What follows belongs to an exercise in optimizing a design on an open flow for small area, a short achievable clock period and few clock cycles per item; a production flow would make more cautious choices.
At most, simulation tests tie the RTL to the original design; equivalence was not proved.

== alpha ==
## intra4x4_pred_engine
module intra4x4_pred_engine #(
    parameter int PIX_W    = 8,
    parameter int BLK_COLS = 64,
    parameter int BLK_ROWS = 64,
    parameter int ADDR_W   = 14
) (
    input  logic                     clk,
    input  logic                     rst_n,
    input  logic                     start,
    input  logic [1:0]               mode_cfg,
    output logic                     fetch_req,
    output logic [ADDR_W-1:0]        fetch_addr,
    input  logic                     fetch_valid,
    input  logic [4*PIX_W-1:0]       fetch_data,
    output logic                     res_valid,
    input  logic                     res_ready,
    output logic [16*(PIX_W+1)-1:0]  res_data,
    output logic [1:0]               res_mode,
    output logic [PIX_W+3:0]         res_sad,
    output logic                     busy,
    output logic                     frame_done
);
    localparam int RES_W = PIX_W + 1;
    localparam int SAD_W = PIX_W + 4;
    localparam int ROW_W = 4 * PIX_W;
    localparam int COL_W = $clog2(BLK_COLS);
    localparam int BR_W  = $clog2(BLK_ROWS);
    localparam int CNT_W = BR_W + COL_W + 2;           
    localparam int NROWS = BLK_ROWS * BLK_COLS * 4;    
    localparam int RING  = BLK_COLS * 4;               
    localparam int LAG_W = $clog2(RING);
  ...
Size: ~4700 cells after synthesis, about 2800 flip-flops, roughly 220 I/O pins, roughly 76000 um^2 of cells after synthesis.
clock: 20.0 ns
lec_check: 0
cap_margin: 20
core_margin: 2
core_utilization: 60
slew_margin: 20
standard.sh (not shown) runs the stock make flow with config.mk's settings and CLKGATE_MAP_FILE= SYNTH_SCRIPT=/design/flow/synth_recipe.tcl, a recipe that flattens the netlist after the stock synthesis.
==> flow/flow/run.sh <==
#!/bin/bash
# Standard ORFS layout with a larger setup repair margin, no CTS dummy loads, clkbuf_8 sink clusters.
bash standard.sh SETUP_SLACK_MARGIN=14.6 "CTS_ARGS=-sink_clustering_enable -repair_clock_nets -dont_use_dummy_load -sink_clustering_size 16 -sink_clustering_max_diameter 50 -buf_list sky130_fd_sc_hd__clkbuf_8 -root_buf sky130_fd_sc_hd__clkbuf_16" finish > standard.log 2>&1
Testbench counts of alpha, summed over its fixed seeds: cycles 262,256, blocks 65,536.
diff inputs: alpha => beta
--- a/flow/design.v
+++ b/flow/design.v
@@ -151,43 +151,39 @@
     end
     logic [ROW_W-1:0]   x_row;
     always_ff @(posedge clk) begin
         if (!nreq) fifo[wptr] <= fetch_data;
         if (pop || fcount == 3'd0)
             x_row <= from_f ? fifo[rptr] : fetch_data;
     end
     logic [ROW_W-1:0]   chain [6];      
     logic [PIX_W-1:0]   lcol  [4];      
     logic [PIX_W-1:0]   dcr, dcr2;
-    logic [PIX_W+1:0]   psum;
     logic [SAD_W-1:0]   acc [3];        
     logic [PIX_W:0]     pr  [3][2];     
     logic               sg  [3][2];     
     logic [1:0]         sel_q;
     logic [SAD_W-1:0]   sad_q;
     logic [PIX_W-1:0]   ring [RING];
     logic               ring_we;
     logic [PIX_W-1:0]   top_q [4];      
-    logic [PIX_W+1:0]   sum_t_q;        
     assign ring_we = ev && e_res;
     always_ff @(posedge clk) begin
         for (int k = 0; k < RING; k++) begin
             if (k >= WTAP && k < WTAP + 4 && ring_we)
                 ring[k] <= chain[3][(k - WTAP)*PIX_W +: PIX_W];
             else
                 ring[k] <= ring[(k + RING - 1) % RING];
         end
         if (ev && er == 2'd3) begin
             for (int c = 0; c < 4; c++) top_q[c] <= ring[c];
         end
-        sum_t_q <= (PIX_W+2)'(ring[RING - 1]) + (PIX_W+2)'(ring[0])
-                 + (PIX_W+2)'(ring[1]) + (PIX_W+2)'(ring[2]);
     end
     always_ff @(posedge clk) begin
         if (ev) begin
             chain[0] <= x_row;
             for (int k = 1; k < 6; k++) chain[k] <= chain[k - 1];
             lcol[0] <= chain[5][ROW_W-1 -: PIX_W];
             for (int k = 1; k < 4; k++) lcol[k] <= lcol[k - 1];
         end
     end
     function automatic logic [PIX_W:0] rsub(input logic [PIX_W-1:0] a,
@@ -241,59 +237,64 @@
         a_tav <= p_tav;
         a_lav <= p_lav;
         if (p_v) begin
             for (int m = 0; m < 3; m++) acc[m] <= acc_n[m];
         end
     end
     logic [COL_W-1:0]   e_bc;
     logic [BR_W-1:0]    e_br;
     logic               n_tav, n_lav;   
     logic [CNT_W:0]     ecnt_n;
-    logic [SAD_W-1:0]   dc_sum, dc_tmp;
+    logic [SAD_W-1:0]   sum_t, sum_l, dc_tmp;
     assign ecnt_n = ecnt + (CNT_W+1)'(1);
     assign e_bc   = ecnt_n[2 +: COL_W];
     assign e_br   = ecnt_n[2 + COL_W +: BR_W];
     always_ff @(posedge clk) begin
         if (idle) begin
             n_lav <= 1'b1;
             n_tav <= 1'b0;
         end else if (ev) begin
             n_lav <= (e_bc != COL_W'(BLK_COLS - 1));
             n_tav <= (e_br != '0) || (e_bc == COL_W'(BLK_COLS - 1));
         end
     end
     always_comb begin
-        dc_sum = SAD_W'(psum) + SAD_W'(x_row[ROW_W-1 -: PIX_W]);
-        if (n_tav && n_lav)  dc_tmp = (SAD_W'(sum_t_q) + dc_sum + SAD_W'(4)) >> 3;
-        else if (n_tav)      dc_tmp = (SAD_W'(sum_t_q) + SAD_W'(2)) >> 2;
-        else if (n_lav)      dc_tmp = (dc_sum + SAD_W'(2)) >> 2;
+        sum_t = SAD_W'(ring[0]) + SAD_W'(ring[1]) + SAD_W'(ring[2]) + SAD_W'(ring[3]);
+        sum_l = SAD_W'(x_row[ROW_W-1 -: PIX_W]) + SAD_W'(chain[0][ROW_W-1 -: PIX_W])
+              + SAD_W'(chain[1][ROW_W-1 -: PIX_W]) + SAD_W'(chain[2][ROW_W-1 -: PIX_W]);
+        if (n_tav && n_lav)  dc_tmp = (sum_t + sum_l + SAD_W'(4)) >> 3;
+        else if (n_tav)      dc_tmp = (sum_t + SAD_W'(2)) >> 2;
+        else if (n_lav)      dc_tmp = (sum_l + SAD_W'(2)) >> 2;
         else                 dc_tmp = SAD_W'(1) << (PIX_W - 1);
     end
     always_ff @(posedge clk) begin
         if (idle) begin
             dcr  <= 8'd128;                                  
         end else if (ev && er == 2'd3) begin
             dcr  <= dc_tmp[PIX_W-1:0];
             dcr2 <= dcr;
         end
-        if (ev && er == 2'd2)
-            psum <= (PIX_W+2)'(x_row[ROW_W-1 -: PIX_W])
-                  + (PIX_W+2)'(chain[0][ROW_W-1 -: PIX_W])
-                  + (PIX_W+2)'(chain[1][ROW_W-1 -: PIX_W]);
     end
     logic [1:0]         sel;
     logic [SAD_W-1:0]   sad_sel;
     logic               v_lt_dc, h_lt_dc, h_lt_v, pick_v, pick_h;
+    function automatic logic rlt(input logic [SAD_W-1:0] a, input logic [SAD_W-1:0] b);
+        logic bw;
+        bw = 1'b0;
+        for (int i = 0; i < SAD_W; i++)
+            bw = (~a[i] & b[i]) | (~(a[i] ^ b[i]) & bw);
+        rlt = bw;
+    endfunction
     always_comb begin
-        v_lt_dc = acc[2] < acc[0];
-        h_lt_dc = acc[1] < acc[0];
-        h_lt_v  = acc[1] < acc[2];
+        v_lt_dc = rlt(acc[2], acc[0]);
+        h_lt_dc = rlt(acc[1], acc[0]);
+        h_lt_v  = rlt(acc[1], acc[2]);
         pick_v  = a_tav && v_lt_dc;
         pick_h  = a_lav && (pick_v ? h_lt_v : h_lt_dc);
         sel = 2'b00;
         case (mode_q)
             2'b01: if (a_lav) sel = 2'b01;
             2'b10: if (a_tav) sel = 2'b10;
             2'b11: sel = pick_h ? 2'b01 : (pick_v ? 2'b10 : 2'b00);
             default: sel = 2'b00;
         endcase
         case (sel)
Share of the final layout cell area in sequential cells essentially unchanged between alpha and beta. Cmp beta and alpha / synthesized area / lower: beta. Compared beta vs alpha, and floorplan die area is down in beta. When beta is measured against alpha, its final RePlAce weighted congestion turns out 0.027 lower. Of the two candidates, alpha has the worse first-pass GRT wire length and beta the better one. In the reports, the flip-flop count of beta falls short of that of alpha.
Only the layout flow was run in beta; the RTL was not checked for function there.

==> re-timing with driven ports <==
In the flow no input, the clock included, has a driving cell. The finished layouts below were timed again as built, in two steps.
Step 1 assumes that a clkbuf_16 drives the clock port and a buf_2 every other input.
Step 2 times the ports against the registers' clock, not the clock port: input delays grow and output delays shrink by t, the midpoint of the rising clock arrivals with the driver on.
a / b / c = ideal ports / drivers / drivers and shift; a / b = the first two.
| run | t, ns | setup WS [ns] | hold slack, ns | worst register clock-pin slew, ns | worst data-port slew with drivers (ns) |
|---|---|---|---|---|---|
| alpha | 0.792 | 14.687 / 14.611 / 14.034 | 0.230 / 0.230 / 0.230 | 0.10 / 0.10 | 0.07 |
| beta | 0.812 | 14.622 / 14.546 / 14.216 | 0.259 / 0.259 / 0.259 | 0.10 / 0.10 | 0.05 |
After both steps every run listed still meets setup and hold. For alpha, which loses most, drivers alone change the setup slack by -0.076 ns; drivers and shift together by -0.653 ns.
